Optimization exercise on an open flow, not production practice. RTL: at most simulated, not proved equivalent. Function not checked: runs 1 to 5. Power: default activity.

### flow/flow/run.sh
#!/bin/bash
# Standard ORFS layout, with small buffers on the ports instead of the
# default delay-cell port buffers.
cp standard.sh standard.sh.txt
cp config.mk config.mk.txt
export BUFFER_PORTS_ARGS="-buffer_cell sky130_fd_sc_hd__buf_1"
bash standard.sh > standard.log 2>&1
### flow/standard.sh
#!/bin/bash
# synth_recipe.tcl (not shown) runs the flow's synth.tcl, then flattens the netlist and writes it again
# the make line also repeats each setting of config.mk as NAME=value (left out here)
make -C /OpenROAD-flow-scripts/flow DESIGN_CONFIG=/design/flow/config.mk WORK_HOME=/design/flow/orfs CLKGATE_MAP_FILE= SYNTH_SCRIPT=/design/flow/synth_recipe.tcl "${@:-finish}"
### flow/config.mk
export PLATFORM = sky130hd
export DESIGN_NAME = axi_4_vlsu_req_sequencer
export DESIGN_NICKNAME = axi_4_vlsu_req_sequencer
export VERILOG_FILES = /design/flow/design.v
export SDC_FILE = /design/flow/constraint.sdc
export NUM_CORES = 4
export LEC_CHECK = 0
export CAP_MARGIN = 20
export CORE_AREA = 10 10 510 510
export DIE_AREA = 0 0 520 520
export SETUP_SLACK_MARGIN = 3.0
export SLEW_MARGIN = 20
### flow/constraint.sdc
create_clock -name core_clock -period 5.0 [get_ports {clk}]
set_input_delay 1.0000 -clock core_clock [delete_from_list [all_inputs] [get_ports {clk}]]
set_output_delay 1.0000 -clock core_clock [all_outputs]
set_load 0.01 [all_outputs]
### flow/design.v
module axi_4_vlsu_req_sequencer_burst_calc
#(
    parameter int unsigned CNT_W      = 16,
    parameter int unsigned BURST_MAX  = 8,
    parameter int unsigned PAGE_BYTES = 4096,
    parameter int unsigned BEAT_BYTES = 8,
    parameter int unsigned N_W        = $clog2(BURST_MAX + 1)
) (
    input  logic [$clog2(PAGE_BYTES)-1:0] page_off,
    input  logic [CNT_W-1:0]              remaining,
    output logic [2:0]                    nm1,      
    output logic [7:0]                    nth,      
    output logic                          last      
);
    logic [3:0] cap;
    logic       rsmall;
    logic [3:0] n;
    assign cap   = (&page_off[11:6]) ? (4'd8 - {1'b0, page_off[5:3]}) : 4'd8;
    assign rsmall = (remaining[CNT_W-1:4] == '0);
    assign last  = rsmall && (remaining[3:0] <= cap);
    assign n     = (rsmall && (remaining[3:0] < cap)) ? remaining[3:0] : cap;
    assign nm1   = 3'(n - 4'd1);
    always_comb begin
        for (int i = 0; i < 8; i++) nth[i] = (4'(i) < n);
    end
endmodule
module axi_4_vlsu_req_sequencer
#(
    parameter int unsigned ADDR_W    = 32,
    parameter int unsigned DATA_W    = 64,
    parameter int unsigned BURST_MAX = 8,
    parameter int unsigned CNT_W     = 16
) (
    input  logic                          clk,
    input  logic                          reset,
    input  logic                          req_valid,
    output logic                          req_ready,
    input  logic                          req_we,
    input  logic [ADDR_W-1:0]             req_addr,
    input  logic [CNT_W-1:0]              req_beats,
    input  logic                          wdata_valid,
    output logic                          wdata_ready,
    input  logic [DATA_W-1:0]             wdata,
    output logic                          rdata_valid,
    input  logic                          rdata_ready,
    output logic [DATA_W-1:0]             rdata,
    output logic                          done,
    output logic                          err,
    output logic                          ld_req,
    output logic                          st_req,
    output logic [ADDR_W-1:0]             base_addr,
    output logic [7:0]                    burst_len,
    output logic [2:0]                    burst_size,
    output logic [1:0]                    burst_type,
    output logic [DATA_W*BURST_MAX-1:0]   vlsu_wdata,
    output logic [(DATA_W/8)*BURST_MAX-1:0] write_strobe,
    input  logic [DATA_W*BURST_MAX-1:0]   burst_rdata_array,
    input  logic                          burst_valid_data,
    input  logic                          burst_wr_valid
);
    localparam int unsigned AW = ADDR_W - 3;    
    logic              req_ready_q;   
    logic              we_q;
    logic              err_q;
    logic              done_q;
    logic [AW-1:0]     a_q;           
    logic [CNT_W-1:0]  r_q;           
    logic [2:0]        nm1_q;         
    logic [7:0]        nth_q;         
    logic              last_q;        
    logic [2:0]        n2m1_q;        
    logic [7:0]        n2th_q;
    logic              l2_q;
    logic              st_req_q;
    logic              ld_req_q;
    logic              rc_q;          
    logic              pend_q;        
    logic [7:0]        pth_q;         
    logic              wact_q;        
    logic              rmore_q;       
    logic              wrdy_q;
    logic              rvld_q;
    logic [7:0]        cnt_q;         
    logic [7:0]        idx_q;         
    logic [DATA_W-1:0] slot_q [BURST_MAX];
    logic [DATA_W-1:0] rdq;
    logic [2:0] c_nm1;
    logic [7:0] c_nth;
    logic       c_last;
    axi_4_vlsu_req_sequencer_burst_calc #(
        .CNT_W     (CNT_W),
        .BURST_MAX (BURST_MAX)
    ) u_burst_calc (
        .page_off  (req_addr[11:0]),
        .remaining (req_beats),
        .nm1       (c_nm1),
        .nth       (c_nth),
        .last      (c_last)
    );
    logic [3:0]       n_cur;
    logic [CNT_W-1:0] r_nx;
    logic [4:0]       r_lo;
    logic             small2;
    logic [3:0]       cap2;
    logic [3:0]       n2;
    assign n_cur  = {1'b0, nm1_q} + 4'd1;
    assign r_nx   = r_q - CNT_W'(n_cur);
    assign r_lo   = {1'b0, r_q[3:0]} - {1'b0, n_cur};
    assign small2 = r_lo[4] ? (r_q[CNT_W-1:4] == 12'd1) : (r_q[CNT_W-1:4] == '0);
    assign cap2   = (a_q[8:3] == 6'd62 && nm1_q == 3'd7) ? (4'd8 - {1'b0, a_q[2:0]}) : 4'd8;
    assign n2     = (small2 && (r_lo[3:0] < cap2)) ? r_lo[3:0] : cap2;
    always_ff @(posedge clk) begin
        n2m1_q <= 3'(n2 - 4'd1);
        l2_q   <= small2 && (r_lo[3:0] <= cap2);
        for (int i = 0; i < 8; i++) n2th_q[i] <= (4'(i) < n2);
    end
    logic       misal, empty, go, issue;
    logic       take, rfree;
    logic       pend_d;
    logic [7:0] cnt_w, cnt_wa, cnt_ra;
    logic [7:0] idx_ra;
    logic       st_d, ld_d;
    assign misal  = (req_addr[2:0] != 3'b000);
    assign empty  = (req_beats == '0);
    assign go     = req_valid && !misal && !empty;
    assign issue  = st_req_q || ld_req_q;
    assign pend_d = issue || (pend_q && !(burst_wr_valid || burst_valid_data));
    assign take   = wdata_valid && wrdy_q;
    assign cnt_w  = st_req_q ? (last_q ? 8'h00 : n2th_q) : cnt_q;
    assign cnt_wa = take ? (cnt_w >> 1) : cnt_w;
    assign st_d   = wact_q && !cnt_wa[0] && !pend_d && !st_req_q;
    assign rfree  = !rvld_q || rdata_ready;
    always_comb begin
        cnt_ra = cnt_q;
        idx_ra = idx_q;
        if (burst_valid_data) begin
            cnt_ra = rfree ? (pth_q >> 1) : pth_q;
            idx_ra = rfree ? 8'h02 : 8'h01;
        end else if (rfree && cnt_q[0]) begin
            cnt_ra = cnt_q >> 1;
            idx_ra = {idx_q[6:0], idx_q[7]};
        end
    end
    assign ld_d   = rmore_q && !cnt_ra[0] && !pend_d && !ld_req_q;
    always_ff @(posedge clk) begin
        if (reset) begin
            req_ready_q <= 1'b1;
            done_q      <= 1'b0;
            st_req_q    <= 1'b0;
            ld_req_q    <= 1'b0;
            rc_q        <= 1'b0;
            pend_q      <= 1'b0;
            wact_q      <= 1'b0;
            rmore_q     <= 1'b0;
            wrdy_q      <= 1'b0;
            rvld_q      <= 1'b0;
            cnt_q       <= '0;
            idx_q       <= 8'h01;
        end else if (req_ready_q) begin
            req_ready_q <= !go;
            done_q      <= req_valid && (misal || empty);
            st_req_q    <= 1'b0;
            ld_req_q    <= go && !req_we;
            rc_q        <= 1'b0;
            pend_q      <= 1'b0;
            wact_q      <= go && req_we;
            rmore_q     <= go && !req_we;
            wrdy_q      <= go && req_we;
            rvld_q      <= 1'b0;
            cnt_q       <= req_we ? c_nth : 8'h00;
            idx_q       <= 8'h01;
        end else if (we_q) begin
            req_ready_q <= burst_wr_valid && !wact_q;
            done_q      <= burst_wr_valid && !wact_q;
            st_req_q    <= st_d;
            pend_q      <= pend_d;
            if (st_req_q) wact_q <= !last_q;
            wrdy_q      <= cnt_wa[0] || (st_d && !last_q);
            cnt_q       <= cnt_wa;
            if (take) idx_q <= cnt_w[1] ? {idx_q[6:0], idx_q[7]} : 8'h01;
        end else begin
            req_ready_q <= rvld_q && rdata_ready && !cnt_q[0] && !pend_q && !rmore_q;
            done_q      <= rvld_q && rdata_ready && !cnt_q[0] && !pend_q && !rmore_q;
            ld_req_q    <= ld_d;
            rc_q        <= ld_req_q;
            pend_q      <= pend_d;
            if (ld_req_q) rmore_q <= !last_q;
            rvld_q      <= burst_valid_data || !rfree || cnt_q[0];
            cnt_q       <= cnt_ra;
            idx_q       <= idx_ra;
        end
    end
    always_ff @(posedge clk) begin
        if (req_ready_q) begin
            we_q   <= req_we;
            err_q  <= misal;
            a_q    <= req_addr[ADDR_W-1:3];
            r_q    <= req_beats;
            nm1_q  <= c_nm1;
            nth_q  <= c_nth;
            last_q <= c_last;
        end else begin
            if (issue) begin
                a_q <= a_q + AW'(n_cur);
                r_q <= r_nx;
            end
            if (st_req_q || rc_q) begin
                nm1_q  <= n2m1_q;
                nth_q  <= n2th_q;
                last_q <= l2_q;
            end
        end
        if (issue) pth_q <= nth_q;
    end
    logic       cap_rd;
    logic [7:0] sel_w;
    logic [7:0] sel_h;
    assign cap_rd = !we_q && !cnt_q[0];    
    assign sel_w  = idx_q & {8{wrdy_q}};
    assign sel_h  = ~(sel_w | {8{cap_rd}});
    always_ff @(posedge clk) begin
        for (int i = 0; i < BURST_MAX; i++) begin
            slot_q[i] <= ({DATA_W{sel_w[i]}} & wdata) |
                         ({DATA_W{cap_rd}}   & burst_rdata_array[DATA_W*i +: DATA_W]) |
                         ({DATA_W{sel_h[i]}} & slot_q[i]);
        end
    end
    logic              rd_hold, rd_arr, rd_buf;
    logic [DATA_W-1:0] buf_beat;
    assign rd_hold = rvld_q && !rdata_ready;
    assign rd_arr  = !rd_hold && burst_valid_data;
    assign rd_buf  = !rd_hold && !burst_valid_data;
    always_comb begin
        buf_beat = '0;
        for (int i = 0; i < BURST_MAX; i++)
            buf_beat = buf_beat | ({DATA_W{idx_q[i]}} & slot_q[i]);
    end
    always_ff @(posedge clk) begin
        rdq <= ({DATA_W{rd_hold}} & rdq) |
               ({DATA_W{rd_arr}}  & burst_rdata_array[DATA_W-1:0]) |
               ({DATA_W{rd_buf}}  & buf_beat);
    end
    assign req_ready   = req_ready_q;
    assign wdata_ready = wrdy_q;
    assign rdata_valid = rvld_q;
    assign rdata       = rdq;
    assign done        = done_q;
    assign err         = err_q;
    assign ld_req      = ld_req_q;
    assign st_req      = st_req_q;
    assign base_addr   = {a_q, 3'b000};
    assign burst_len   = {5'b00000, nm1_q};
    assign burst_size  = 3'd3;
    assign burst_type  = 2'b01;
    always_comb begin
        for (int i = 0; i < BURST_MAX; i++) begin
            vlsu_wdata[DATA_W*i +: DATA_W] = slot_q[i];
            write_strobe[8*i +: 8]         = {8{nth_q[i]}};
        end
    end
endmodule
==> key figures, run 1 <==
Critical path
  – Critical-path cell list: ha_4 -> inv_4 -> ha_4 -> nor2b_4 -> o21a_1 -> or3_4 -> and2_4 -> ha_4 -> a21oi_2 -> o21ai_2 -> or4_4 -> nor2_4 -> a21oi_2 -> ha_2 -> inv_1
  – Data required, critical path: 5.59 ns
  – Worst Path Arrival: 3.95 ns
  – Startpoint types: flop
  – CP most frequent cell: ha_4
  – CP endpoint kind: flop
  – CP max stage delay: 0.45 ns
  – Slowest CP cell: edfxtp_1
  – Worst Path Max Fanout: 4
  – WS Path Type: reg -> reg

Route
  – Drt drc: 0
  – DRT Wirelength: 356000 um
  – Vias per cell: 4.80
  – Wire length per cell: 39.0 um
  – Pre-antenna DRT Iters: 10
  – Vias: 43.8k
  – Final ANT Viol Nets: 0
  – Initial DRC count: 5909

Outcome
  – Status: complete, no violations

Clock tree
  – CTS sink count: 681
  – Worst-Skew Late Latency: 0.74 ns
  – Clock buffer depth: 3
  – CTS tree: built
  – Worst-path clk slew: 0.06 ns
  – Clock buffer count from CTS: 86
  – Htree depth: 3
  – Root Buffer: clkbuf_16

Placed design
  – Placement Cell Area: 0.0391 sq mm
  – Worst slack, placed: 0.985 ns
  – DPL Wire Length: 223000 um
  – Port-buffer cells: 1310
  – Dpl cells: 7979
  – GP Congestion: 0.939

Die
  – Area of the core: 0.249 sq mm
  – Die width: 520 um
  – # IOs: 1324
  – Initial Util: 0.123
  – Die Height: 520 um
  – Die Area: 0.270 sq mm
  – # rows: 183

Synth
  – Ys async rst share: 0
  – Mapped Avg Cell Area: 8.37 sq um
  – Sequential-to-total area share from yosys stat: 0.466
  – Synth cell count leaders: nand2_1, a22oi_1, dfxtp_1, clkbuf_1, nor2_1
  – Cell Area, Synth: 0.0307 sq mm
  – Post-synth EDFFs: 67
  – Share of the synthesized area in the top cell type: 0.400
  – Flops & latches, synth: 681
  – Top cells by area, synth: dfxtp_1, a22oi_1, nand2_1
  – Dominant synthesized flop cell: dfxtp_1
  – Unique masters post-synth: 72
  – Top-count cell post-synth: nand2_1
  – Syn. warnings: 3
  – Synth area leader: dfxtp_1
  – Cell count after synthesis: 3668

Cells and area
  – Share of layout cells above drive strength 1: 0.560
  – Synth-to-layout area growth: 109%
  – Fillers: 25.8k
  – Reg area: 0.0156 sq mm
  – Finished Cell Area: 0.0641 sq mm
  – Final std cells w/o fill: 9131
  – Area of the multi-input gates: 0.0186 sq mm
  – Nets: 6347

Power
  – Int Pwr: 14.2 mW
  – Combinational share of power: 0.372
  – Clock share of power: 0.300
  – Peak supply drop: 269 uV
  – PD cells: 346 mW/mm^2
  – Seq pwr share: 0.328
  – Sw Ratio: 0.360
  – Leak pwr: 26.6 nW
  – Net Switching: 7.99 mW

Global route
  – Largest net degree at the start of global routing: 67
  – Gr ovfl total: 0
  – Total Routing Usage GR: 0.236
  – First-pass GRT wire length: 428000 um
  – Vias in the first global route: 41.5k
  – Initial antenna violation count: 80

STA
  – Final Skew: 0.0505 ns
  – Fmax: 298 MHz
  – PnR worst setup slack: 1.65 ns
  – Slew Limit Headroom: 0.246
  – Fin. Hold Viols: 0
  – # setup viols final: 0
  – Tmin final: 3.35 ns
  – Hold slack: 0.453 ns
  – Setup Total Neg Slack: 0 ns
  – Final Max Tran Viols: 0
  – Part of the cycle the worst path needs: 0.670
  – RSZ-0062 raised after global routing: yes
  – Worst Max-Slew Pin Slew: 1.13 ns

Worst hold path
  – HP Class: reg -> reg

Job
  – Max_cap viols: 0
[repair_timing]
action                      CTS  global route
resized for setup          3223           680
setup buffers               702           102
setup endpoints to repair  1327          1297
cloned                      105            43
hold buffers                  0             0
pin swaps                   459           449
[stage by stage]
step,utilization,power [mW]
detailed placement,0.157,11.0
CTS,0.240,21.3
global route,0.258,22.8
global placement,0.157,11.0
finish,0.258,22.2
floorplan,-,8.41
[state kept, by name (all words and copies together) (netlist names), 3 cells and up]
signal  cells
nm1_q       3
slot_q    512
nth_q       8
n2m1_q      3
idx_q       8
cnt_q       8
rdq        64
r_q        16
a_q        29
n2th_q      8
pth_q       8
[power groups by stage]
| stage | sequential [mW] | combinational, mW | clock [mW] |
|---|---|---|---|
| after floorplan | 7.19 | 1.22 | 0 |
| after global placement | 7.18 | 3.83 | 0 |
| after detailed placement | 7.20 | 3.83 | 0 |
| after CTS | 7.20 | 7.36 | 6.71 |
| after global routing | 7.33 | 8.55 | 6.91 |
| final | 7.29 | 8.25 | 6.67 |
[critical path, delay by kind of cell (launching register included)]
family	cells	cell delay, ns
adders and majority gates	4	1.08
AOI/OAI and AO/OA	4	0.49
and+or+nand+nor	5	1.17
DFF	1	0.45
buffers and inverters	2	0.07
[layout make-up]
cell class / count / area share
timing repair buffer: 2312 / 0.354
clock inverter: 32 / 0.00566
inverter: 35 / 0.00209
clock buffer: 126 / 0.0394
antenna: 42 / 0.00164
multi-input combinational: 2573 / 0.290
sequential: 681 / 0.243
tap: 3330 / 0.0650
[metal layers]
layer	GRT usage	vias to the layer above	share of wire
met4	0.125	38	0.073
met2	0.344	4154	0.41
met3	0.141	1304	0.16
met5	0	-	0.00091
li1	-	17200	-
met1	0.268	21100	0.36
[final timing paths]
path | from | cells past startpoint | slack (ns) | end
worst min register to register | rc_q$_SDFFE_PP0N_ | 2 | 0.45 | rc_q$_SDFFE_PP0N_
worst max register to register | nm1_q[1]$_DFFE_PP_ | 15 | 1.65 | n2m1_q[1]$_DFF_P_
worst min-delay path | rc_q$_SDFFE_PP0N_ | 2 | 0.45 | rc_q$_SDFFE_PP0N_
worst max-delay path | nm1_q[1]$_DFFE_PP_ | 15 | 1.65 | n2m1_q[1]$_DFF_P_
[logic make-up (layout without fill, tap and decap cells)]
kind of cell / Yosys count / count (layout) / share of synthesized area
and+or+nand+nor: 1418 / 1427 / 0.190
AOI/OAI and AO/OA: 979 / 979 / 0.229
other: 2 / 55 / 0.000245
adders and majority gates: 26 / 26 / 0.0111
buffers and inverters: 434 / 2505 / 0.0632
xor gates and xnor gates: 42 / 42 / 0.0120
muxes: 86 / 86 / 0.0289
DFF: 681 / 681 / 0.466
[layout by cell type (no fill, tap or decap), types with 23 or more instances in the layout]
cell,n
buf_8,131
nand2_4,103
a22oi_1,426
o21ai_1,26
buf_12,152
buf_6,524
edfxtp_1,67
buf_4,639
mux2i_1,67
dfxtp_2,387
nand2_1,781
o21ai_0,24
nand2_2,224
inv_1,28
nor2_1,109
nand4_1,72
a21oi_1,77
a22oi_2,353
dfxtp_4,204
clkbuf_2,37
clkbuf_16,121
diode_2,42
buf_16,122
buf_1,661
dfxtp_1,23
==> run 2, diff against run 1 <==
==> flow/flow/run.sh (replaced) <==
#!/bin/bash
cp standard.sh standard.sh.txt
export BUFFER_PORTS_ARGS="-buffer_cell sky130_fd_sc_hd__buf_1"
export PLACE_PINS_ARGS="-min_distance 1 -min_distance_in_tracks"
bash standard.sh > standard.log 2>&1
--- a/flow/config.mk
+++ b/flow/config.mk
@@ -8,5 +8,4 @@
 export CAP_MARGIN = 20
-export CORE_AREA = 10 10 510 510
-export DIE_AREA = 0 0 520 520
-export SETUP_SLACK_MARGIN = 3.0
+export CORE_AREA = 2 2 278 278
+export DIE_AREA = 0 0 280 280
 export SLEW_MARGIN = 20
==> key figures, run 2 <==
Clock tree
  – Postcts setup bufs: 0 (-100%)
  – Post_cts resized: 0 (-100%)
  – Clock buffer count from CTS: 78 (-9.3%)
  – Hold Buf Count CTS: 0 (unchanged)
  – Clock buffer depth: 3 (unchanged)
  – Htree depth: 3 (unchanged)
  – Root Buffer: clkbuf_16
  – CTS sink count: 681 (unchanged)

Die
  – # IOs: 1324 (unchanged)
  – Initial Util: 0.406 (+0.282)
  – Die width: 280 um (-46%)
  – Die Height: 280 um (-46%)
  – # rows: 101 (-45%)

Synth
  – Share of the synthesized area in the top cell type: 0.400 (unchanged)
  – Flops & latches, synth: 681 (unchanged)
  – Top cells by area, synth: dfxtp_1, a22oi_1, nand2_1
  – Cell Area, Synth: 0.0307 sq mm (unchanged)
  – Dominant synthesized flop cell: dfxtp_1
  – Unique masters post-synth: 72 (unchanged)
  – Ys async rst share: 0 (unchanged)
  – Top-count cell post-synth: nand2_1
  – Mapped Avg Cell Area: 8.37 sq um (unchanged)
  – Post-synth EDFFs: 67 (unchanged)
  – Syn. warnings: 3 (unchanged)
  – Cell count after synthesis: 3668 (unchanged)
  – Synth area leader: dfxtp_1
  – Synth cell count leaders: nand2_1, a22oi_1, dfxtp_1, clkbuf_1, nor2_1
  – Sequential-to-total area share from yosys stat: 0.466 (unchanged)

Placed design
  – Port-buffer cells: 1310 (unchanged)
  – GP Congestion: 1.00 (+6.7%)
  – DPL Wire Length: 115000 um (-48%)

Global route
  – First-pass GRT wire length: 244000 um
  – Gr ovfl total: 9
  – Total Routing Usage GR: 0.430
  – Vias in the first global route: 33.7k
  – Largest net degree at the start of global routing: 138

Outcome
  – Tool error: [ERROR GRT-0116] Global routing finished with congestion. Check the congestion regions in the DRC Viewer.
  – Status: aborted with a tool error
  – Halt Stage: global routing (5_1_grt)
run 2: cell counts after synthesis:
Identical to the previous run, type by type.
run 2: stage by stage:
step	std cells	utilization	worst slack, ns	area (sq um)
2_1_floorplan	3679	-	1.41	30700
3_3_place_gp	5607	0.471	1.03	35600
3_5_place_dp	5607	0.471	1.01	35600
4_1_cts	5747	0.504	0.920	38200
run 2: routing by layer:
metal  overflow  track usage
met5          0       0.0256
met4          2        0.271
met3          0        0.238
met2          7        0.615
met1          0        0.494
run 2: worst min path at each step:
stage,startpoint,endpoint,cells past startpoint
detailed placement,slot_q[0][32]$_DFF_P_,slot_q[0][32]$_DFF_P_,2
global placement,slot_q[3][14]$_DFF_P_,slot_q[3][14]$_DFF_P_,2
floorplan,rc_q$_SDFFE_PP0N_,rc_q$_SDFFE_PP0N_,2
CTS,slot_q[0][32]$_DFF_P_,slot_q[0][32]$_DFF_P_,2
run 2: kinds of logic after synthesis:
kind of cell | Yosys count | share of synthesized area
flops | 681 | 0.466
buf+inv | 434 | 0.0632
compound gates | 979 | 0.229
other cells | 2 | 0.000245
mux | 86 | 0.0289
fa+ha+maj | 26 | 0.0111
simple gates | 1418 | 0.190
xor+xnor | 42 | 0.0120
run 2: power by group through the flow:
stage | combinational, mW | clock (mW) | sequential [mW]
floorplan | 1.19 | 0 | 7.19
global placement | 2.91 | 0 | 6.98
detailed placement | 2.91 | 0 | 7.01
CTS | 2.92 | 5.85 | 6.89
==> run 3, diff against run 2 <==
--- a/flow/design.v
+++ b/flow/design.v
@@ -2,25 +2,26 @@
 #(
-    parameter int unsigned CNT_W      = 16,
-    parameter int unsigned BURST_MAX  = 8,
-    parameter int unsigned PAGE_BYTES = 4096,
-    parameter int unsigned BEAT_BYTES = 8,
-    parameter int unsigned N_W        = $clog2(BURST_MAX + 1)
+    parameter int unsigned CNT_W = 16
 ) (
-    input  logic [$clog2(PAGE_BYTES)-1:0] page_off,
-    input  logic [CNT_W-1:0]              remaining,
-    output logic [2:0]                    nm1,      
-    output logic [7:0]                    nth,      
-    output logic                          last      
+    input  logic             first,
+    input  logic [8:0]       a,        
+    input  logic [2:0]       nm1,      
+    input  logic [CNT_W-1:0] rem,
+    output logic [7:0]       th,       
+    output logic [2:0]       thm1,     
+    output logic             last
 );
+    logic       cut;      
+    logic       big;      
     logic [3:0] cap;
-    logic       rsmall;
-    logic [3:0] n;
-    assign cap   = (&page_off[11:6]) ? (4'd8 - {1'b0, page_off[5:3]}) : 4'd8;
-    assign rsmall = (remaining[CNT_W-1:4] == '0);
-    assign last  = rsmall && (remaining[3:0] <= cap);
-    assign n     = (rsmall && (remaining[3:0] < cap)) ? remaining[3:0] : cap;
-    assign nm1   = 3'(n - 4'd1);
-    always_comb begin
-        for (int i = 0; i < 8; i++) nth[i] = (4'(i) < n);
-    end
+    assign cut = first ? (a[8:3] == 6'd63) : (a[8:3] == 6'd62 && nm1 == 3'd7);
+    assign big = (rem[CNT_W-1:3] != '0);
+    assign cap = cut ? (4'd8 - {1'b0, a[2:0]}) : 4'd8;
+    always_comb begin
+        for (int i = 0; i < 8; i++)
+            th[i] = (!cut || (a[2:0] <= 3'(7 - i))) && (big || (rem[2:0] > 3'(i)));
+    end
+    assign thm1[2] = th[4];
+    assign thm1[1] = (th[2] && !th[4]) || th[6];
+    assign thm1[0] = (th[1] && !th[2]) || (th[3] && !th[4]) || (th[5] && !th[6]) || th[7];
+    assign last    = (rem[CNT_W-1:4] == '0) && (rem[3:0] <= cap);
 endmodule
@@ -61,2 +62,3 @@
     localparam int unsigned AW = ADDR_W - 3;    
+    localparam int unsigned HW = AW - 3;        
     logic              req_ready_q;   
@@ -66,3 +68,3 @@
     logic [AW-1:0]     a_q;           
-    logic [CNT_W-1:0]  r_q;           
+    logic [CNT_W-1:0]  rn_q;          
     logic [2:0]        nm1_q;         
@@ -86,32 +88,51 @@
     logic [DATA_W-1:0] rdq;
-    logic [2:0] c_nm1;
-    logic [7:0] c_nth;
-    logic       c_last;
-    axi_4_vlsu_req_sequencer_burst_calc #(
-        .CNT_W     (CNT_W),
-        .BURST_MAX (BURST_MAX)
-    ) u_burst_calc (
-        .page_off  (req_addr[11:0]),
-        .remaining (req_beats),
-        .nm1       (c_nm1),
-        .nth       (c_nth),
-        .last      (c_last)
+    logic [7:0]       c_th;      
+    logic [2:0]       c_m1;
+    logic             c_last;
+    logic [7:0]       n2_th;     
+    logic [2:0]       n2_m1;
+    logic             n2_last;
+    axi_4_vlsu_req_sequencer_burst_calc #(.CNT_W(CNT_W)) u_first (
+        .first (1'b1),
+        .a     (req_addr[11:3]),
+        .nm1   (3'd0),
+        .rem   (req_beats),
+        .th    (c_th),
+        .thm1  (c_m1),
+        .last  (c_last)
     );
-    logic [3:0]       n_cur;
-    logic [CNT_W-1:0] r_nx;
-    logic [4:0]       r_lo;
-    logic             small2;
-    logic [3:0]       cap2;
-    logic [3:0]       n2;
-    assign n_cur  = {1'b0, nm1_q} + 4'd1;
-    assign r_nx   = r_q - CNT_W'(n_cur);
-    assign r_lo   = {1'b0, r_q[3:0]} - {1'b0, n_cur};
-    assign small2 = r_lo[4] ? (r_q[CNT_W-1:4] == 12'd1) : (r_q[CNT_W-1:4] == '0);
-    assign cap2   = (a_q[8:3] == 6'd62 && nm1_q == 3'd7) ? (4'd8 - {1'b0, a_q[2:0]}) : 4'd8;
-    assign n2     = (small2 && (r_lo[3:0] < cap2)) ? r_lo[3:0] : cap2;
-    always_ff @(posedge clk) begin
-        n2m1_q <= 3'(n2 - 4'd1);
-        l2_q   <= small2 && (r_lo[3:0] <= cap2);
-        for (int i = 0; i < 8; i++) n2th_q[i] <= (4'(i) < n2);
-    end
+    axi_4_vlsu_req_sequencer_burst_calc #(.CNT_W(CNT_W)) u_next (
+        .first (1'b0),
+        .a     (a_q[8:0]),
+        .nm1   (nm1_q),
+        .rem   (rn_q),
+        .th    (n2_th),
+        .thm1  (n2_m1),
+        .last  (n2_last)
+    );
+    always_ff @(posedge clk) begin
+        n2th_q <= n2_th;
+        n2m1_q <= n2_m1;
+        l2_q   <= n2_last;
+    end
+    logic [3:0]       f_lo;
+    logic [CNT_W-1:0] rn_first;
+    logic [CNT_W-4:0] f_hi_m1;
+    assign f_lo     = {1'b0, req_beats[2:0]} + {1'b0, req_addr[5:3] & {3{&req_addr[11:6]}}};
+    assign f_hi_m1  = req_beats[CNT_W-1:3] - 1'b1;
+    assign rn_first = {({(CNT_W-3){f_lo[3]}} & req_beats[CNT_W-1:3]) |
+                       ({(CNT_W-3){!f_lo[3]}} & f_hi_m1), f_lo[2:0]};
+    logic [3:0]       r_lo;
+    logic [CNT_W-1:0] rn_next;
+    logic [CNT_W-4:0] r_hi_m1;
+    assign r_lo    = {1'b0, rn_q[2:0]} + {1'b0, ~n2m1_q};
+    assign r_hi_m1 = rn_q[CNT_W-1:3] - 1'b1;
+    assign rn_next = {({(CNT_W-3){r_lo[3]}} & rn_q[CNT_W-1:3]) |
+                      ({(CNT_W-3){!r_lo[3]}} & r_hi_m1), r_lo[2:0]};
+    logic [3:0]    a_lo;
+    logic [AW-1:0] a_next;
+    logic [HW-1:0] a_hi_p1;
+    assign a_lo    = {1'b0, a_q[2:0]} + {1'b0, nm1_q} + 4'd1;
+    assign a_hi_p1 = a_q[AW-1:3] + 1'b1;
+    assign a_next  = {({HW{a_lo[3]}} & a_hi_p1) | ({HW{!a_lo[3]}} & a_q[AW-1:3]), a_lo[2:0]};
     logic       misal, empty, go, issue;
@@ -169,3 +190,3 @@
             rvld_q      <= 1'b0;
-            cnt_q       <= req_we ? c_nth : 8'h00;
+            cnt_q       <= req_we ? c_th : 8'h00;
             idx_q       <= 8'h01;
@@ -192,22 +213,18 @@
     end
-    always_ff @(posedge clk) begin
-        if (req_ready_q) begin
-            we_q   <= req_we;
-            err_q  <= misal;
-            a_q    <= req_addr[ADDR_W-1:3];
-            r_q    <= req_beats;
-            nm1_q  <= c_nm1;
-            nth_q  <= c_nth;
-            last_q <= c_last;
-        end else begin
-            if (issue) begin
-                a_q <= a_q + AW'(n_cur);
-                r_q <= r_nx;
-            end
-            if (st_req_q || rc_q) begin
-                nm1_q  <= n2m1_q;
-                nth_q  <= n2th_q;
-                last_q <= l2_q;
-            end
-        end
+    logic ld_new, ld_a, keep_a, ld_n, keep_n;
+    assign ld_new = req_ready_q;
+    assign ld_a   = !req_ready_q && issue;
+    assign keep_a = !req_ready_q && !issue;
+    assign ld_n   = !req_ready_q && (st_req_q || rc_q);
+    assign keep_n = !req_ready_q && !(st_req_q || rc_q);
+    always_ff @(posedge clk) begin
+        a_q    <= ({AW{ld_new}} & req_addr[ADDR_W-1:3]) |
+                  ({AW{ld_a}}   & a_next) |
+                  ({AW{keep_a}} & a_q);
+        nm1_q  <= ({3{ld_new}} & c_m1)  | ({3{ld_n}} & n2m1_q) | ({3{keep_n}} & nm1_q);
+        nth_q  <= ({8{ld_new}} & c_th)  | ({8{ld_n}} & n2th_q) | ({8{keep_n}} & nth_q);
+        last_q <= (ld_new & c_last) | (ld_n & l2_q) | (keep_n & last_q);
+        err_q  <= (ld_new & misal) | (!ld_new & err_q);
+        rn_q   <= ({CNT_W{ld_new}} & rn_first) | ({CNT_W{ld_n}} & rn_next) | ({CNT_W{keep_n}} & rn_q);
+        if (req_ready_q) we_q <= req_we;
         if (issue) pth_q <= nth_q;
==> flow/flow/run.sh (replaced) <==
#!/bin/bash
# Standard ORFS layout, with small buffers on the ports instead of the
# default delay-cell port buffers.
cp standard.sh standard.sh.txt
cp config.mk config.mk.txt
export BUFFER_PORTS_ARGS="-buffer_cell sky130_fd_sc_hd__buf_1"
bash standard.sh > standard.log 2>&1
--- a/flow/config.mk
+++ b/flow/config.mk
@@ -8,4 +8,5 @@
 export CAP_MARGIN = 20
-export CORE_AREA = 2 2 278 278
-export DIE_AREA = 0 0 280 280
+export CORE_AREA = 10 10 510 510
+export DIE_AREA = 0 0 520 520
+export SETUP_SLACK_MARGIN = 2.7
 export SLEW_MARGIN = 20
==> key figures, run 3 <==
STA
  – Final Max Tran Viols: 0
  – Part of the cycle the worst path needs: 0.481
  – Fmax: 416 MHz
  – Slew Limit Headroom: 0.186
  – RSZ-0062 raised after global routing: yes
  – Final Skew: 0.0694 ns
  – Fin. Hold Viols: 0
  – Worst Max-Slew Pin Slew: 1.22 ns
  – Hold slack: 0.446 ns
  – Tmin final: 2.41 ns
  – # setup viols final: 0
  – Setup Total Neg Slack: 0 ns

Global route
  – Gr ovfl total: 0
  – Vias in the first global route: 37.6k
  – First-pass GRT wire length: 380000 um
  – Largest net degree at the start of global routing: 159
  – Initial antenna violation count: 96
  – Total Routing Usage GR: 0.207

Critical path
  – Data required, critical path: 4.00 ns
  – Startpoint types: flop
  – Buffers and inverters on the worst path: 2
  – WS Path Type: reg -> out
  – CP endpoint kind: primary output
  – Worst reg-to-reg setup slack: 2.70 ns
  – Worst Path Max Fanout: 5
  – CP max stage delay: 0.36 ns
  – Critical-path cell list: buf_12 -> buf_2
  – Cell family with most CP delay: flip-flops
  – Worst Path Arrival: 1.41 ns
  – Slowest CP cell: dfxtp_4

Die
  – Initial Util: 0.124 (-0.282)
  – Area of the core: 0.249 sq mm
  – # IOs: 1324 (unchanged)
  – Die width: 520 um (+86%)
  – Die Height: 520 um (+86%)
  – # rows: 183 (+81%)
  – Die Area: 0.270 sq mm

Route
  – Wire length per cell: 35.0 um
  – Vias: 39.6k
  – Vias per cell: 4.54
  – Pre-antenna DRT Iters: 8
  – Initial DRC count: 5355
  – Drt drc: 0
  – Final ANT Viol Nets: 0
  – DRT Wirelength: 306000 um

Cells and area
  – Most frequent cells in the layout: nand2_1, a22oi_1, buf_1
  – Most flop-heavy register: slot_q
  – Finished Cell Area: 0.0524 sq mm
  – Synth-to-layout area growth: 70.2%
  – Max reg flops: 512
  – Nets: 5958
  – Share of layout cells above drive strength 1: 0.378
  – Commonest non-fill, non-tap cell in the layout: nand2_1
  – Biggest regs: slot_q (512), rdq (64), a_q (29)
  – Final Core Density: 0.211

Synth
  – Unique masters post-synth: 76 (+5.6%)
  – Synth area leader: dfxtp_1
  – Synth cell count leaders: nand2_1, dfxtp_1, a22oi_1, clkbuf_1, nor2_1
  – Dominant synthesized flop cell: dfxtp_1
  – Top-count cell post-synth: nand2_1
  – Synth Area in Adders: 0.0149 (+0.00386)
  – Main combinational cell family by area after synthesis: compound AO/OA/AOI/OAI gates
  – Post-synthesis mux area share: 0.00755 (-0.0213)
  – Sequential-to-total area share from yosys stat: 0.445 (-0.0208)
  – Cell count after synthesis: 3776 (+2.9%)
  – Share of the synthesized area in the top cell type: 0.435 (+0.0350)
  – Post-synth EDFFs: 10 (-85%)
  – Compound-Gate Fraction of Synth Area: 0.261 (+0.0328)
  – Mapped Avg Cell Area: 8.16 sq um (-2.5%)
  – Xor and xnor area share after synthesis: 0.0145 (+0.00252)
  – Flops & latches, synth: 680 (-0.15%)
  – Cell Area, Synth: 0.0308 sq mm (+0.35%)
  – Post-Synth Simple-Gate Area: 0.189 (-0.000867)
  – Ys async rst share: 0 (unchanged)
  – Top cells by area, synth: dfxtp_1, a22oi_1, nand2_1
  – Syn. warnings: 3 (unchanged)

Outcome
  – Status: complete, no violations

Power
  – Leak pwr: 21.6 nW
  – Final Total Pwr: 19.5 mW
  – Peak supply drop: 315 uV
  – PD cells: 372 mW/mm^2

Worst hold path
  – HP Class: in -> reg

Placed design
  – Placement Cell Area: 0.0388 sq mm (+8.9%)
  – GP Congestion: 0.945 (-5.7%)
  – Port-buffer cells: 1310 (unchanged)
  – DPL Wire Length: 228000 um (+97%)

Clock tree
  – Root Buffer: clkbuf_16
  – Htree depth: 3 (unchanged)
  – Worst-path clk slew: 0.06 ns
  – CTS sink count: 680 (-0.15%)
  – Hold Buf Count CTS: 0 (unchanged)
  – Clock buffer depth: 3 (unchanged)
  – Clock buffer count from CTS: 86 (+10%)
  – Worst-Skew Late Latency: 0.77 ns
  – CTS tree: built

Job
  – Max_cap viols: 0
## run 3: cell count changes after synthesis, moves of 11 or more
cell	before	now
edfxtp_1	67	10
a211oi_1	5	31
clkbuf_1	198	232
buf_1	89	67
a22oi_1	779	648
a22o_1	3	68
mux2_2	13	2
o21ai_0	39	110
mux2i_1	71	21
dfxtp_1	614	670
a221oi_1	1	71
## run 3: layer usage
metal,part of all wire,track usage,wire length [um]
met5,0.00064,0,195
met3,0.13,0.0999,40300
met2,0.44,0.330,134000
met1,0.37,0.234,113000
met4,0.059,0.0929,18100
## run 3: final cells by class
cell class              count  area [sq um]
repair inverters            1          7.51
multi-input cells        2655         15500
diodes                     41           103
fillers                 27400        196000
inverters                  43           180
clock inverters            26           399
clock buffers             128          2530
well taps                3330          4170
repair buffers           1824         14600
flip-flops and latches    680         15000
## run 3: path summary, 6_finish.rpt
kind	to	cells past startpoint	from
setup / recovery	write_strobe[0]	2	nth_q[0]$_DFF_P_
hold / removal	a_q[6]$_DFF_P_	3	req_addr[9]
setup reg to reg	slot_q[4][40]$_DFF_P_	6	idx_q[4]$_SDFFE_PP0P_
hold reg to reg	slot_q[3][29]$_DFF_P_	2	slot_q[3][29]$_DFF_P_
## run 3: metrics by stage
step,cells,worst slack [ns]
floorplan,3787,2.07
CTS,8643,2.50
global placement,8074,1.32
global route,8712,2.53
finish,8728,2.59
detailed placement,8074,1.31
## run 3: kinds of logic after synthesis
| family | Yosys count |
|---|---|
| adders and majority gates | 35 |
| other | 2 |
| muxes | 23 |
| and+or+nand+nor | 1421 |
| buffers and inverters | 462 |
| AOI/OAI and AO/OA | 1102 |
| xor gates and xnor gates | 51 |
| DFF | 680 |
## run 3: timing repair
item / 4_1_cts / 5_1_grt
buffers inserted: 409 / 36
setup endpoints to repair: 1289 / 547
pin swaps: 13 / 17
resized for setup: 2670 / 195
cloned: 6 / 8
## run 3: where the power goes
| group | internal (mW) | switching, mW |
|---|---|---|
| Sequential | 6.30 | 0.785 |
| Clock | 3.75 | 2.91 |
| Combinational | 2.57 | 3.20 |
## run 3: worst register-to-register path, stage by stage (launching register included)
cell and delay, ns:
dfxtp_4 0.70, and2_4 0.41, nor2_4 0.05, buf_6 0.23, buf_12 0.27, nand2_1 0.41
nand2_1 0.07
==> run 4, diff against run 3 <==
--- a/flow/design.v
+++ b/flow/design.v
@@ -77,5 +77,3 @@
     logic              ld_req_q;
-    logic              rc_q;          
     logic              pend_q;        
-    logic [7:0]        pth_q;         
     logic              wact_q;        
@@ -157,3 +155,3 @@
         if (burst_valid_data) begin
-            cnt_ra = rfree ? (pth_q >> 1) : pth_q;
+            cnt_ra = rfree ? (nth_q >> 1) : nth_q;
             idx_ra = rfree ? 8'h02 : 8'h01;
@@ -171,3 +169,2 @@
             ld_req_q    <= 1'b0;
-            rc_q        <= 1'b0;
             pend_q      <= 1'b0;
@@ -184,3 +181,2 @@
             ld_req_q    <= go && !req_we;
-            rc_q        <= 1'b0;
             pend_q      <= 1'b0;
@@ -205,3 +201,2 @@
             ld_req_q    <= ld_d;
-            rc_q        <= ld_req_q;
             pend_q      <= pend_d;
@@ -213,12 +208,10 @@
     end
-    logic ld_new, ld_a, keep_a, ld_n, keep_n;
+    logic ld_new, ld_n, keep_n;
     assign ld_new = req_ready_q;
-    assign ld_a   = !req_ready_q && issue;
-    assign keep_a = !req_ready_q && !issue;
-    assign ld_n   = !req_ready_q && (st_req_q || rc_q);
-    assign keep_n = !req_ready_q && !(st_req_q || rc_q);
+    assign ld_n   = !req_ready_q && (st_req_q || (!we_q && burst_valid_data));
+    assign keep_n = !req_ready_q && !(st_req_q || (!we_q && burst_valid_data));
     always_ff @(posedge clk) begin
         a_q    <= ({AW{ld_new}} & req_addr[ADDR_W-1:3]) |
-                  ({AW{ld_a}}   & a_next) |
-                  ({AW{keep_a}} & a_q);
+                  ({AW{ld_n}}   & a_next) |
+                  ({AW{keep_n}} & a_q);
         nm1_q  <= ({3{ld_new}} & c_m1)  | ({3{ld_n}} & n2m1_q) | ({3{keep_n}} & nm1_q);
@@ -229,3 +222,2 @@
         if (req_ready_q) we_q <= req_we;
-        if (issue) pth_q <= nth_q;
     end
--- a/flow/config.mk
+++ b/flow/config.mk
@@ -10,3 +10,2 @@
 export DIE_AREA = 0 0 520 520
-export SETUP_SLACK_MARGIN = 2.7
 export SLEW_MARGIN = 20
==> key figures, run 4 <==
Route
  – DRT Wirelength: 297000 um (-3.0%)
  – Final ANT Viol Nets: 0 (unchanged)
  – Vias per cell: 4.50 (-0.85%)
  – Wire length per cell: 35.9 um (+2.6%)
  – Drt drc: 0 (unchanged)
  – Initial DRC count: 5315 (-0.75%)
  – Pre-antenna DRT Iters: 7 (-1)
  – Vias: 37.2k (-6.2%)

Global route
  – Vias in the first global route: 34.6k (-7.9%)
  – Initial antenna violation count: 86 (-10%)
  – Largest net degree at the start of global routing: 143 (-10%)
  – Gr ovfl total: 0 (unchanged)
  – Total Routing Usage GR: 0.206 (-0.00155)
  – First-pass GRT wire length: 374000 um (-1.7%)

Cells and area
  – Reg area: 0.0135 sq mm (-10%)
  – Max reg flops: 512 (unchanged)
  – Nets: 5489 (-7.9%)
  – Area of the multi-input gates: 0.0153 sq mm (-0.89%)
  – Most frequent cells in the layout: buf_1, nand2_1, a22oi_1
  – Share of layout cells above drive strength 1: 0.0515 (-0.326)
  – Most flop-heavy register: slot_q
  – Commonest non-fill, non-tap cell in the layout: buf_1
  – Final Core Density: 0.167 (-0.0439)
  – Fillers: 28.6k (+4.4%)
  – Synth-to-layout area growth: 35.9%
  – Biggest regs: slot_q (512), rdq (64), a_q (29)

Critical path
  – Worst Path Max Fanout: 42 (+37)
  – CP endpoint kind: flop
  – Worst Path Arrival: 3.80 ns (+2.39 ns)
  – Data required, critical path: 5.63 ns (+1.63 ns)
  – WS Path Type: reg -> reg
  – Worst-case reg-to-reg path depth: 6 (unchanged)
  – RR Startpoint: wrdy_q$_SDFFE_PP0P_
  – CP startpoint: wrdy_q$_SDFFE_PP0P_
  – Startpoint types: flop

Placed design
  – Port-buffer cells: 1310 (unchanged)
  – DPL Wire Length: 239000 um (+5.0%)
  – GP Congestion: 0.941 (-0.45%)

STA
  – Final Skew: 0.0555 ns (-0.0139 ns)
  – Fin. Hold Viols: 0 (unchanged)
  – Fmax: 315 MHz (-24%)
  – Part of the cycle the worst path needs: 0.634 (+0.153)
  – Final Max Tran Viols: 0 (unchanged)
  – # setup viols final: 0 (unchanged)
  – Slew Limit Headroom: 0.231 (+0.0454)
  – Tmin final: 3.17 ns (+0.765 ns)
  – RSZ-0062 raised after global routing: no
  – Setup Total Neg Slack: 0 ns (unchanged)
  – Worst Max-Slew Pin Slew: 1.15 ns (-0.0682 ns)

Synth
  – Mapped Avg Cell Area: 8.13 sq um (-0.32%)
  – Unique masters post-synth: 74 (-2.6%)
  – Ys async rst share: 0 (unchanged)
  – Dominant synthesized flop cell: dfxtp_1
  – Share of the synthesized area in the top cell type: 0.438 (+0.00286)
  – Syn. warnings: 3 (unchanged)
  – Synth cell count leaders: nand2_1, a22oi_1, dfxtp_1, clkbuf_1, nor2_1
  – Top cells by area, synth: dfxtp_1, a22oi_1, nand2_1
  – Top-count cell post-synth: nand2_1
  – Cell Area, Synth: 0.0306 sq mm (-0.80%)
  – Sequential-to-total area share from yosys stat: 0.440 (-0.00493)
  – Synth area leader: dfxtp_1
  – Flops & latches, synth: 671 (-1.3%)
  – Cell count after synthesis: 3758 (-0.48%)
  – Post-synth EDFFs: 2 (-8)

Clock tree
  – Clock buffer depth: 3 (unchanged)
  – Root Buffer: clkbuf_16
  – Clock buffer count from CTS: 88 (+2.3%)
  – CTS sink count: 671 (-1.3%)
  – Postcts setup bufs: 0 (-100%)
  – Post_cts resized: 0 (-100%)
  – Hold Buf Count CTS: 0 (unchanged)
  – Htree depth: 3 (unchanged)
  – Worst-Skew Late Latency: 0.74 ns (-0.03 ns)
  – Worst-path clk slew: 0.06 ns (about the same)
  – CTS tree: built

Power
  – PD cells: 425 mW/mm^2 (+14%)
  – Leak pwr: 15.8 nW (-27%)
  – Peak supply drop: 277 uV (-12%)
  – Final Total Pwr: 17.6 mW (-9.7%)

Die
  – # rows: 183 (unchanged)
  – # IOs: 1324 (unchanged)
  – Initial Util: 0.123 (-0.000991)
  – Die Area: 0.270 sq mm (unchanged)
  – Die width: 520 um (unchanged)
  – Area of the core: 0.249 sq mm (unchanged)
  – Die Height: 520 um (unchanged)

Worst hold path
  – Worst hold path stage count: 2 (-1)
  – HP Class: reg -> reg
  – Hold Crit Start: slot_q[5][25]$_DFF_P_

Outcome
  – Status: complete, no violations

Job
  – Max_cap viols: 0 (unchanged)
[run 4: cell count changes after synthesis, sizes merged, moves of 12 or more]
cell,before,now
a22oi,648,779
a22o,68,1
a221oi,71,7
mux2i,21,83
o21ai,116,54
a211oi,31,16
buf,186,171
nor3,8,20
[run 4: per-stage QoR]
| step | instances | instance area [sq um] | hold WS [ns] | setup WS [ns] |
|---|---|---|---|---|
| 2_1_floorplan | 3769 | 30600 | 0.455 | 2.00 |
| 3_3_place_gp | 8062 | 38600 | 0.447 | 1.28 |
| 3_5_place_dp | 8062 | 38600 | 0.450 | 1.31 |
| 4_1_cts | 8219 | 41400 | 0.392 | 1.90 |
| 5_1_grt | 8241 | 41500 | 0.444 | 1.78 |
| 6_report | 8258 | 41500 | 0.458 | 1.83 |
[run 4: layer usage]
| metal | vias up | part of all wire | track usage |
|---|---|---|---|
| li1 | 15500 | - | - |
| met1 | 18100 | 0.36 | 0.230 |
| met2 | 3015 | 0.42 | 0.309 |
| met3 | 505 | 0.17 | 0.129 |
| met4 | 26 | 0.055 | 0.0916 |
| met5 | - | 0.00063 | 0 |
[run 4: final cells by class]
cell class | instances | share of cell area
Multi-Input combinational cell | 2652 | 0.369
Sequential cell | 671 | 0.325
Timing Repair Buffer | 1374 | 0.132
Tap cell | 3330 | 0.100
Clock buffer | 125 | 0.0615
Clock inverter | 32 | 0.00723
Inverter | 37 | 0.00334
Antenna cell | 37 | 0.00223
[run 4: path summary, 6_finish.rpt]
kind | to | slack, ns
min reg2reg | slot_q[5][25]$_DFF_P_ | 0.46
min | slot_q[5][25]$_DFF_P_ | 0.46
max reg2reg | slot_q[0][6]$_DFF_P_ | 1.83
max | slot_q[0][6]$_DFF_P_ | 1.83
[run 4: worst max-delay path, cell delays in order (launching register included)]
cell	delay [ns]
dfxtp_1	0.31
buf_4	0.16
and2_4	0.31
nor2_4	0.88
buf_4	0.96
nand2_1	0.11
nand2_1	0.10
[run 4: logic make-up (layout without fill, tap and decap cells)]
kind of cell	Yosys count	after routing	synth area share
flip-flops	671	671	0.440
multiplexers	95	95	0.0316
XOR/XNOR	48	48	0.0138
AO/OA/AOI/OAI	1029	1029	0.243
buffers and inverters	446	1568	0.0635
adder cells (fa/ha/maj)	33	33	0.0142
AND/OR/NAND/NOR	1434	1434	0.193
other	2	50	0.000246
[run 4: report_power, final]
group	internal, mW	switching [mW]
clock network	3.64	2.88
logic	1.01	3.14
registers	6.13	0.832
total	10.8	6.85
==> run 5, diff against run 4 <==
--- a/flow/config.mk
+++ b/flow/config.mk
@@ -10,2 +10,3 @@
 export DIE_AREA = 0 0 520 520
+export SETUP_SLACK_MARGIN = 2.2
 export SLEW_MARGIN = 20
==> key figures, run 5 <==
Die
  – Die width: 520 um (unchanged)
  – Area of the core: 0.249 sq mm (unchanged)
  – Initial Util: 0.123 (unchanged)
  – Die Area: 0.270 sq mm (unchanged)
  – # rows: 183 (unchanged)
  – # IOs: 1324 (unchanged)
  – Die Height: 520 um (unchanged)

Placed design
  – Dpl cells: 8059 (-0.037%)
  – Port-buffer cells: 1310 (unchanged)
  – GP Congestion: 0.930 (-1.2%)
  – Placement Cell Area: 0.0387 sq mm (+0.25%)
  – DPL Wire Length: 238000 um (-0.58%)

Outcome
  – Status: complete, no violations

Synth
  – Synth area leader: dfxtp_1
  – Unique masters post-synth: 74 (unchanged)
  – Cell Area, Synth: 0.0306 sq mm (unchanged)
  – Mapped Avg Cell Area: 8.13 sq um (unchanged)
  – Synth cell count leaders: nand2_1, a22oi_1, dfxtp_1, clkbuf_1, nor2_1
  – Share of the synthesized area in the top cell type: 0.438 (unchanged)
  – Flops & latches, synth: 671 (unchanged)
  – Sequential-to-total area share from yosys stat: 0.440 (unchanged)
  – Top cells by area, synth: dfxtp_1, a22oi_1, nand2_1
  – Cell count after synthesis: 3758 (unchanged)
  – Top-count cell post-synth: nand2_1
  – Dominant synthesized flop cell: dfxtp_1
  – Post-synth EDFFs: 2 (unchanged)
  – Syn. warnings: 3 (unchanged)
  – Ys async rst share: 0 (unchanged)

Cells and area
  – Commonest non-fill, non-tap cell in the layout: buf_1
  – Synth-to-layout area growth: 37.5%
  – Reg area: 0.0135 sq mm (about the same)
  – Biggest regs: slot_q (512), rdq (64), a_q (29)
  – Max reg flops: 512 (unchanged)
  – Finished Cell Area: 0.0420 sq mm (+1.2%)
  – Fillers: 28.5k (-0.32%)
  – Final std cells w/o fill: 8262 (+0.048%)
  – Nets: 5492 (+0.055%)
  – Area of the multi-input gates: 0.0154 sq mm (+0.39%)
  – Most frequent cells in the layout: buf_1, nand2_1, a22oi_1
  – Most flop-heavy register: slot_q
  – Share of layout cells above drive strength 1: 0.0646 (+0.0131)

Critical path
  – Reg-to-Reg End: rdq[6]$_DFF_P_
  – WS Path Type: reg -> reg
  – RR Startpoint: idx_q[1]$_SDFFE_PP0P_
  – Crit path to: rdq[6]$_DFF_P_
  – Worst-case reg-to-reg path depth: 6 (unchanged)
  – Startpoint types: flop
  – CP endpoint kind: flop
  – CP startpoint: idx_q[1]$_SDFFE_PP0P_
  – Data required, critical path: 5.63 ns (about the same)
  – Worst Path Arrival: 3.43 ns (-0.37 ns)
  – Worst Path Max Fanout: 25 (-40%)
  – Worst reg-to-reg setup slack: 2.19 ns (+0.37 ns)

STA
  – Worst Max-Slew Pin Slew: 1.20 ns (+0.0505 ns)
  – Final Max Tran Viols: 0 (unchanged)
  – Hold slack: 0.459 ns (+0.000308 ns)
  – Part of the cycle the worst path needs: 0.561 (-0.0731)
  – Tmin final: 2.81 ns (-0.366 ns)
  – Setup Total Neg Slack: 0 ns (unchanged)
  – RSZ-0062 raised after global routing: no
  – # setup viols final: 0 (unchanged)
  – Final Skew: 0.0486 ns (-0.00693 ns)
  – Fmax: 356 MHz (+13%)
  – Fin. Hold Viols: 0 (unchanged)
  – Slew Limit Headroom: 0.197 (-0.0337)

Power
  – PD cells: 427 mW/mm^2 (+0.47%)
  – Leak pwr: 16.0 nW (+1.7%)
  – Final Total Pwr: 17.9 mW (+1.7%)
  – Peak supply drop: 255 uV (-8.1%)

Clock tree
  – CTS tree: built
  – Clock buffer count from CTS: 87 (-1.1%)
  – Root Buffer: clkbuf_16
  – CTS sink count: 671 (unchanged)
  – Clock buffer depth: 3 (unchanged)
  – Worst-Skew Late Latency: 0.73 ns (about the same)
  – Worst-path clk slew: 0.07 ns (about the same)
  – Htree depth: 3 (unchanged)

Worst hold path
  – HP Class: reg -> reg
  – Worst hold path stage count: 2 (unchanged)

Route
  – Drt drc: 0 (unchanged)
  – Wire length per cell: 35.9 um (about the same)
  – Vias: 37.0k (-0.46%)
  – Final ANT Viol Nets: 0 (unchanged)
  – Vias per cell: 4.48 (-0.51%)
  – Initial DRC count: 5508 (+3.6%)
  – DRT Wirelength: 297000 um (about the same)
  – Pre-antenna DRT Iters: 7 (unchanged)

Job
  – Max_cap viols: 0 (unchanged)

Global route
  – Initial antenna violation count: 106 (+23%)
  – Vias in the first global route: 34.5k (-0.25%)
  – Total Routing Usage GR: 0.206 (+0.000479)
  – First-pass GRT wire length: 374000 um (+0.16%)
  – Gr ovfl total: 0 (unchanged)
  – Largest net degree at the start of global routing: 178 (+24%)
## run 5: how the worst min path moves through the flow
| stage | from | slack, ns | end |
|---|---|---|---|
| after detailed placement | slot_q[3][13]$_DFF_P_ | 0.45 | slot_q[3][13]$_DFF_P_ |
| after CTS | req_addr[26] | 0.38 | a_q[23]$_DFF_P_ |
| after global routing | req_addr[26] | 0.43 | a_q[23]$_DFF_P_ |
| after global placement | slot_q[6][37]$_DFF_P_ | 0.45 | slot_q[6][37]$_DFF_P_ |
| after floorplan | n2th_q[6]$_DFF_P_ | 0.45 | nth_q[6]$_DFF_P_ |
| final | slot_q[3][8]$_DFF_P_ | 0.46 | slot_q[3][8]$_DFF_P_ |
## run 5: critical path, stage by stage (launching register included)
cell	delay, ns
dfxtp_4	0.60
buf_4	0.60
buf_4	0.62
a22oi_1	0.19
nand4_1	0.36
mux2i_1	0.12
a21oi_1	0.17
## run 5: cell families (layout without fill, tap and decap cells)
family | after synthesis | in the layout | synth area share
AOI/OAI and AO/OA | 1029 | 1029 | 0.243
other | 2 | 52 | 0.000246
DFF | 671 | 671 | 0.440
and+or+nand+nor | 1434 | 1435 | 0.193
adders and majority gates | 33 | 33 | 0.0142
muxes | 95 | 95 | 0.0316
buffers and inverters | 446 | 1569 | 0.0635
xor gates and xnor gates | 48 | 48 | 0.0138
## run 5: layer usage
layer | vias to the layer above | track usage | share of wire
li1 | 15600 | - | -
met1 | 17800 | 0.233 | 0.37
met2 | 2974 | 0.307 | 0.41
met3 | 610 | 0.130 | 0.16
met4 | 40 | 0.0907 | 0.057
met5 | - | 0 | 0.00089
## run 5: what timing repair did
item / in CTS / in global routing
pin swaps: 3 / 2
cloned: 1 / 0
buffers inserted: 7 / 0
hold buffers: 0 / 0
resized for setup: 77 / 8
setup endpoints to repair: 509 / 10
## run 5: per-stage QoR
step,worst slack (ns),utilization
2_1_floorplan,2.18,-
3_3_place_gp,1.58,0.155
3_5_place_dp,1.62,0.155
4_1_cts,2.20,0.169
5_1_grt,2.20,0.169
6_report,2.19,0.169
## run 5: area by class of cell
| type | count | share of cell area |
|---|---|---|
| Inverter | 37 | 0.00330 |
| Antenna cell | 39 | 0.00232 |
| Timing Repair Buffer | 1377 | 0.138 |
| Sequential cell | 671 | 0.321 |
| Clock buffer | 127 | 0.0617 |
| Tap cell | 3330 | 0.0991 |
| Clock inverter | 28 | 0.00860 |
| Multi-Input combinational cell | 2653 | 0.366 |
## run 5: where the power goes
group          switching, mW  internal (mW)  total (mW)
logic                   3.11           1.07        4.17
registers              0.877           6.13        7.00
clock network           2.88           3.87        6.75
total                   6.86           11.1        17.9
==> run 6, diff against run 5 <==
--- a/flow/design.v
+++ b/flow/design.v
@@ -2,5 +2,5 @@
 #(
-    parameter int unsigned CNT_W = 16
+    parameter int unsigned CNT_W = 16,
+    parameter bit          FIRST = 1'b0
 ) (
-    input  logic             first,
     input  logic [8:0]       a,        
@@ -13,10 +13,26 @@
     logic       cut;      
-    logic       big;      
-    logic [3:0] cap;
-    assign cut = first ? (a[8:3] == 6'd63) : (a[8:3] == 6'd62 && nm1 == 3'd7);
-    assign big = (rem[CNT_W-1:3] != '0);
-    assign cap = cut ? (4'd8 - {1'b0, a[2:0]}) : 4'd8;
-    always_comb begin
+    logic       hi;       
+    logic [16:0] gt;      
+    logic [8:0] fits;     
+    logic [8:1] capis;    
+    assign cut = FIRST ? (a[8:3] == 6'd63) : (a[8:3] == 6'd62 && nm1 == 3'd7);
+    assign hi  = (rem[CNT_W-1:5] != '0);
+    always_comb begin
+        for (int t = 0; t <= 16; t++) gt[t] = hi || (rem[4:0] > 5'(t));
+        for (int k = 0; k <= 8; k++) begin
+            if (FIRST) begin
+                fits[k] = gt[k];
+            end else begin
+                fits[k] = 1'b0;
+                for (int m = 0; m < 8; m++)
+                    fits[k] = fits[k] || ((nm1 == 3'(m)) && gt[m + 1 + k]);
+            end
+        end
+        for (int k = 1; k < 8; k++) capis[k] = cut && (a[2:0] == 3'(8 - k));
+        capis[8] = !cut || (a[2:0] == 3'd0);
         for (int i = 0; i < 8; i++)
-            th[i] = (!cut || (a[2:0] <= 3'(7 - i))) && (big || (rem[2:0] > 3'(i)));
+            th[i] = (!cut || (a[2:0] <= 3'(7 - i))) && fits[i];
+        last = 1'b1;
+        for (int k = 1; k <= 8; k++)
+            if (capis[k] && fits[k]) last = 1'b0;
     end
@@ -25,3 +41,2 @@
     assign thm1[0] = (th[1] && !th[2]) || (th[3] && !th[4]) || (th[5] && !th[6]) || th[7];
-    assign last    = (rem[CNT_W-1:4] == '0) && (rem[3:0] <= cap);
 endmodule
@@ -68,3 +83,3 @@
     logic [AW-1:0]     a_q;           
-    logic [CNT_W-1:0]  rn_q;          
+    logic [CNT_W-1:0]  r_q;           
     logic [2:0]        nm1_q;         
@@ -92,4 +107,3 @@
     logic             n2_last;
-    axi_4_vlsu_req_sequencer_burst_calc #(.CNT_W(CNT_W)) u_first (
-        .first (1'b1),
+    axi_4_vlsu_req_sequencer_burst_calc #(.CNT_W(CNT_W), .FIRST(1'b1)) u_first (
         .a     (req_addr[11:3]),
@@ -101,7 +115,6 @@
     );
-    axi_4_vlsu_req_sequencer_burst_calc #(.CNT_W(CNT_W)) u_next (
-        .first (1'b0),
+    axi_4_vlsu_req_sequencer_burst_calc #(.CNT_W(CNT_W), .FIRST(1'b0)) u_next (
         .a     (a_q[8:0]),
         .nm1   (nm1_q),
-        .rem   (rn_q),
+        .rem   (r_q),
         .th    (n2_th),
@@ -115,15 +128,8 @@
     end
-    logic [3:0]       f_lo;
-    logic [CNT_W-1:0] rn_first;
-    logic [CNT_W-4:0] f_hi_m1;
-    assign f_lo     = {1'b0, req_beats[2:0]} + {1'b0, req_addr[5:3] & {3{&req_addr[11:6]}}};
-    assign f_hi_m1  = req_beats[CNT_W-1:3] - 1'b1;
-    assign rn_first = {({(CNT_W-3){f_lo[3]}} & req_beats[CNT_W-1:3]) |
-                       ({(CNT_W-3){!f_lo[3]}} & f_hi_m1), f_lo[2:0]};
     logic [3:0]       r_lo;
-    logic [CNT_W-1:0] rn_next;
+    logic [CNT_W-1:0] r_next;
     logic [CNT_W-4:0] r_hi_m1;
-    assign r_lo    = {1'b0, rn_q[2:0]} + {1'b0, ~n2m1_q};
-    assign r_hi_m1 = rn_q[CNT_W-1:3] - 1'b1;
-    assign rn_next = {({(CNT_W-3){r_lo[3]}} & rn_q[CNT_W-1:3]) |
+    assign r_lo    = {1'b0, r_q[2:0]} + {1'b0, ~nm1_q};
+    assign r_hi_m1 = r_q[CNT_W-1:3] - 1'b1;
+    assign r_next  = {({(CNT_W-3){r_lo[3]}} & r_q[CNT_W-1:3]) |
                       ({(CNT_W-3){!r_lo[3]}} & r_hi_m1), r_lo[2:0]};
@@ -220,3 +226,3 @@
         err_q  <= (ld_new & misal) | (!ld_new & err_q);
-        rn_q   <= ({CNT_W{ld_new}} & rn_first) | ({CNT_W{ld_n}} & rn_next) | ({CNT_W{keep_n}} & rn_q);
+        r_q    <= ({CNT_W{ld_new}} & req_beats) | ({CNT_W{ld_n}} & r_next) | ({CNT_W{keep_n}} & r_q);
         if (req_ready_q) we_q <= req_we;
--- a/flow/config.mk
+++ b/flow/config.mk
@@ -9,4 +9,6 @@
 export CORE_AREA = 10 10 510 510
+export CTS_CLUSTER_DIAMETER = 150
+export CTS_CLUSTER_SIZE = 20
 export DIE_AREA = 0 0 520 520
-export SETUP_SLACK_MARGIN = 2.2
+export SETUP_SLACK_MARGIN = 2.6
 export SLEW_MARGIN = 20
==> key figures, run 6 <==
Route
  – Vias per cell: 4.63 (+3.4%)
  – Vias: 38.8k (+4.7%)
  – Initial DRC count: 5104 (-7.3%)
  – DRT Wirelength: 321000 um (+8.2%)
  – Final ANT Viol Nets: 0 (unchanged)
  – Wire length per cell: 38.4 um (+6.8%)
  – Drt drc: 0 (unchanged)

Cells and area
  – Synth-to-layout area growth: 43.0%
  – Area of the multi-input gates: 0.0159 sq mm (+3.5%)
  – Reg area: 0.0138 sq mm (+2.1%)
  – Fillers: 28.5k (-0.18%)
  – Nets: 5604 (+2.0%)
  – Most frequent cells in the layout: nand2_1, buf_1, a22oi_1
  – Share of layout cells above drive strength 1: 0.195 (+0.130)

Critical path
  – WS Path Type: reg -> reg
  – RR Startpoint: r_q[15]$_DFF_P_
  – Startpoint types: flop
  – Reg-to-Reg End: l2_q$_SDFF_PP0_
  – Worst Path Arrival: 3.31 ns (-0.12 ns)
  – Data required, critical path: 5.62 ns (about the same)
  – Worst Path Max Fanout: 5 (-80%)
  – CP endpoint kind: flop
  – Worst-case reg-to-reg path depth: 9 (+3)

Power
  – Combinational share of power: 0.295 (+0.062)
  – PD cells: 363 mW/mm^2 (-15%)
  – Net Switching: 6.52 mW (-5.1%)
  – Final Total Pwr: 15.9 mW (-11%)
  – Peak supply drop: 286 uV (+12%)
  – Clock share of power: 0.263 (-0.114)

Synth
  – Post-synth EDFFs: 2 (unchanged)
  – Synth cell count leaders: nand2_1, a22oi_1, dfxtp_1, clkbuf_1, nor2_1
  – Synth area leader: dfxtp_1
  – Mapped Avg Cell Area: 7.94 sq um (-2.4%)
  – Flops & latches, synth: 671 (unchanged)
  – Ys async rst share: 0 (unchanged)
  – Share of the synthesized area in the top cell type: 0.436 (-0.00175)
  – Unique masters post-synth: 78 (+5.4%)
  – Cell count after synthesis: 3864 (+2.8%)
  – Dominant synthesized flop cell: dfxtp_1
  – Top cells by area, synth: dfxtp_1, a22oi_1, nand2_1

Worst hold path
  – HP Class: reg -> reg
  – Worst Hold Path EP: slot_q[7][34]$_DFF_P_
  – Hold Crit Start: slot_q[7][34]$_DFF_P_

Job
  – Max_cap viols: 0 (unchanged)

Die
  – # rows: 183 (unchanged)
  – # IOs: 1324 (unchanged)
  – Die width: 520 um (unchanged)
  – Die Height: 520 um (unchanged)
  – Area of the core: 0.249 sq mm (unchanged)
  – Die Area: 0.270 sq mm (unchanged)

Placed design
  – Worst slack, placed: 1.71 ns (+0.0880 ns)
  – Placement Cell Area: 0.0388 sq mm (+0.32%)
  – Port-buffer cells: 1310 (unchanged)
  – GP Congestion: 0.977 (+5.1%)

STA
  – Fin. Hold Viols: 0 (unchanged)
  – Tmin final: 2.68 ns (-0.124 ns)
  – Slew Limit Headroom: 0.231 (+0.0334)
  – Fmax: 373 MHz (+4.6%)
  – Setup Total Neg Slack: 0 ns (unchanged)
  – Final Skew: 0.0691 ns (+0.0206 ns)
  – Final Max Tran Viols: 0 (unchanged)

Clock tree
  – Worst-Skew Late Latency: 0.73 ns (about the same)
  – Clock buffer count from CTS: 44 (-49%)
  – Htree depth: 2 (-1)
  – CTS tree: built
  – Hold Buf Count CTS: 0 (unchanged)
  – Root Buffer: clkbuf_16

Outcome
  – Status: complete, no violations

Global route
  – Largest net degree at the start of global routing: 141 (-21%)
  – First-pass GRT wire length: 401000 um (+7.1%)
  – Vias in the first global route: 35.6k (+3.0%)
[run 6: power groups by stage]
| stage | registers, mW | clock network [mW] | logic (mW) |
|---|---|---|---|
| floorplan | 7.07 | 0 | 1.26 |
| global placement | 7.02 | 0 | 4.19 |
| global route | 7.09 | 4.40 | 5.02 |
| finish | 7.03 | 4.19 | 4.70 |
| CTS | 6.98 | 4.28 | 4.69 |
| detailed placement | 7.05 | 0 | 4.17 |
[run 6: timing repair]
action                      CTS  global route
pin swaps                    20            27
setup endpoints to repair  1063           213
hold endpoints to repair      0             0
gates cloned                 11             0
gates resized for setup    1174            93
setup buffers                68            23
[run 6: stage by stage]
| step | utilization | hold slack [ns] | std cells |
|---|---|---|---|
| 3_5_place_dp | 0.156 | 0.448 | 8142 |
| 5_1_grt | 0.176 | 0.457 | 8342 |
| 3_3_place_gp | 0.156 | 0.446 | 8142 |
| 6_report | 0.177 | 0.463 | 8370 |
| 4_1_cts | 0.174 | 0.402 | 8281 |
| 2_1_floorplan | - | 0.449 | 3875 |
[run 6: critical path, cell delays in order (launching register included)]
cell      delay, ns
dfxtp_2        0.33
or4_4          0.53
or3b_4         0.47
buf_6          0.15
or2_4          0.24
a32oi_1        0.17
nand4b_1       0.24
nand3_1        0.14
a31oi_1        0.10
a311oi_2       0.24
[run 6: cells by family (layout without fill, tap and decap cells)]
logic type | count (synthesis) | after routing | synth area share
and+or+nand+nor | 1523 | 1532 | 0.203
AOI/OAI and AO/OA | 1085 | 1085 | 0.252
DFF | 671 | 671 | 0.438
buffers and inverters | 455 | 1545 | 0.0646
muxes | 75 | 75 | 0.0246
xor gates and xnor gates | 39 | 39 | 0.0111
adders and majority gates | 14 | 14 | 0.00603
other | 2 | 79 | 0.000245
[run 6: worst max path at each step]
| stage | from | endpoint | slack [ns] |
|---|---|---|---|
| after floorplan | req_beats[6] | ld_req_q$_SDFFE_PP0P_ | 2.39 |
| after global placement | nm1_q[1]$_DFF_P_ | r_q[15]$_DFF_P_ | 1.69 |
| after detailed placement | nm1_q[1]$_DFF_P_ | r_q[15]$_DFF_P_ | 1.71 |
| after CTS | r_q[15]$_DFF_P_ | l2_q$_SDFF_PP0_ | 2.34 |
| after global routing | r_q[15]$_DFF_P_ | l2_q$_SDFF_PP0_ | 2.23 |
| final | r_q[15]$_DFF_P_ | l2_q$_SDFF_PP0_ | 2.32 |
[run 6: cell type report]
type / instances / share of cell area
timing repair buffer: 1460 / 0.192
clock buffer: 48 / 0.0257
inverter: 25 / 0.00242
tap: 3330 / 0.0949
multi-input combinational: 2758 / 0.362
sequential: 671 / 0.314
clock inverter: 12 / 0.00499
antenna: 66 / 0.00376
[run 6: metal layers]
metal / share of wire / track usage
met1: 0.37 / 0.259
met2: 0.42 / 0.328
met3: 0.16 / 0.132
met4: 0.051 / 0.0955
met5: 0.00082 / 0
Testbench counts of run 6, summed over its fixed seeds: cycles 27,065, beats 17,486.
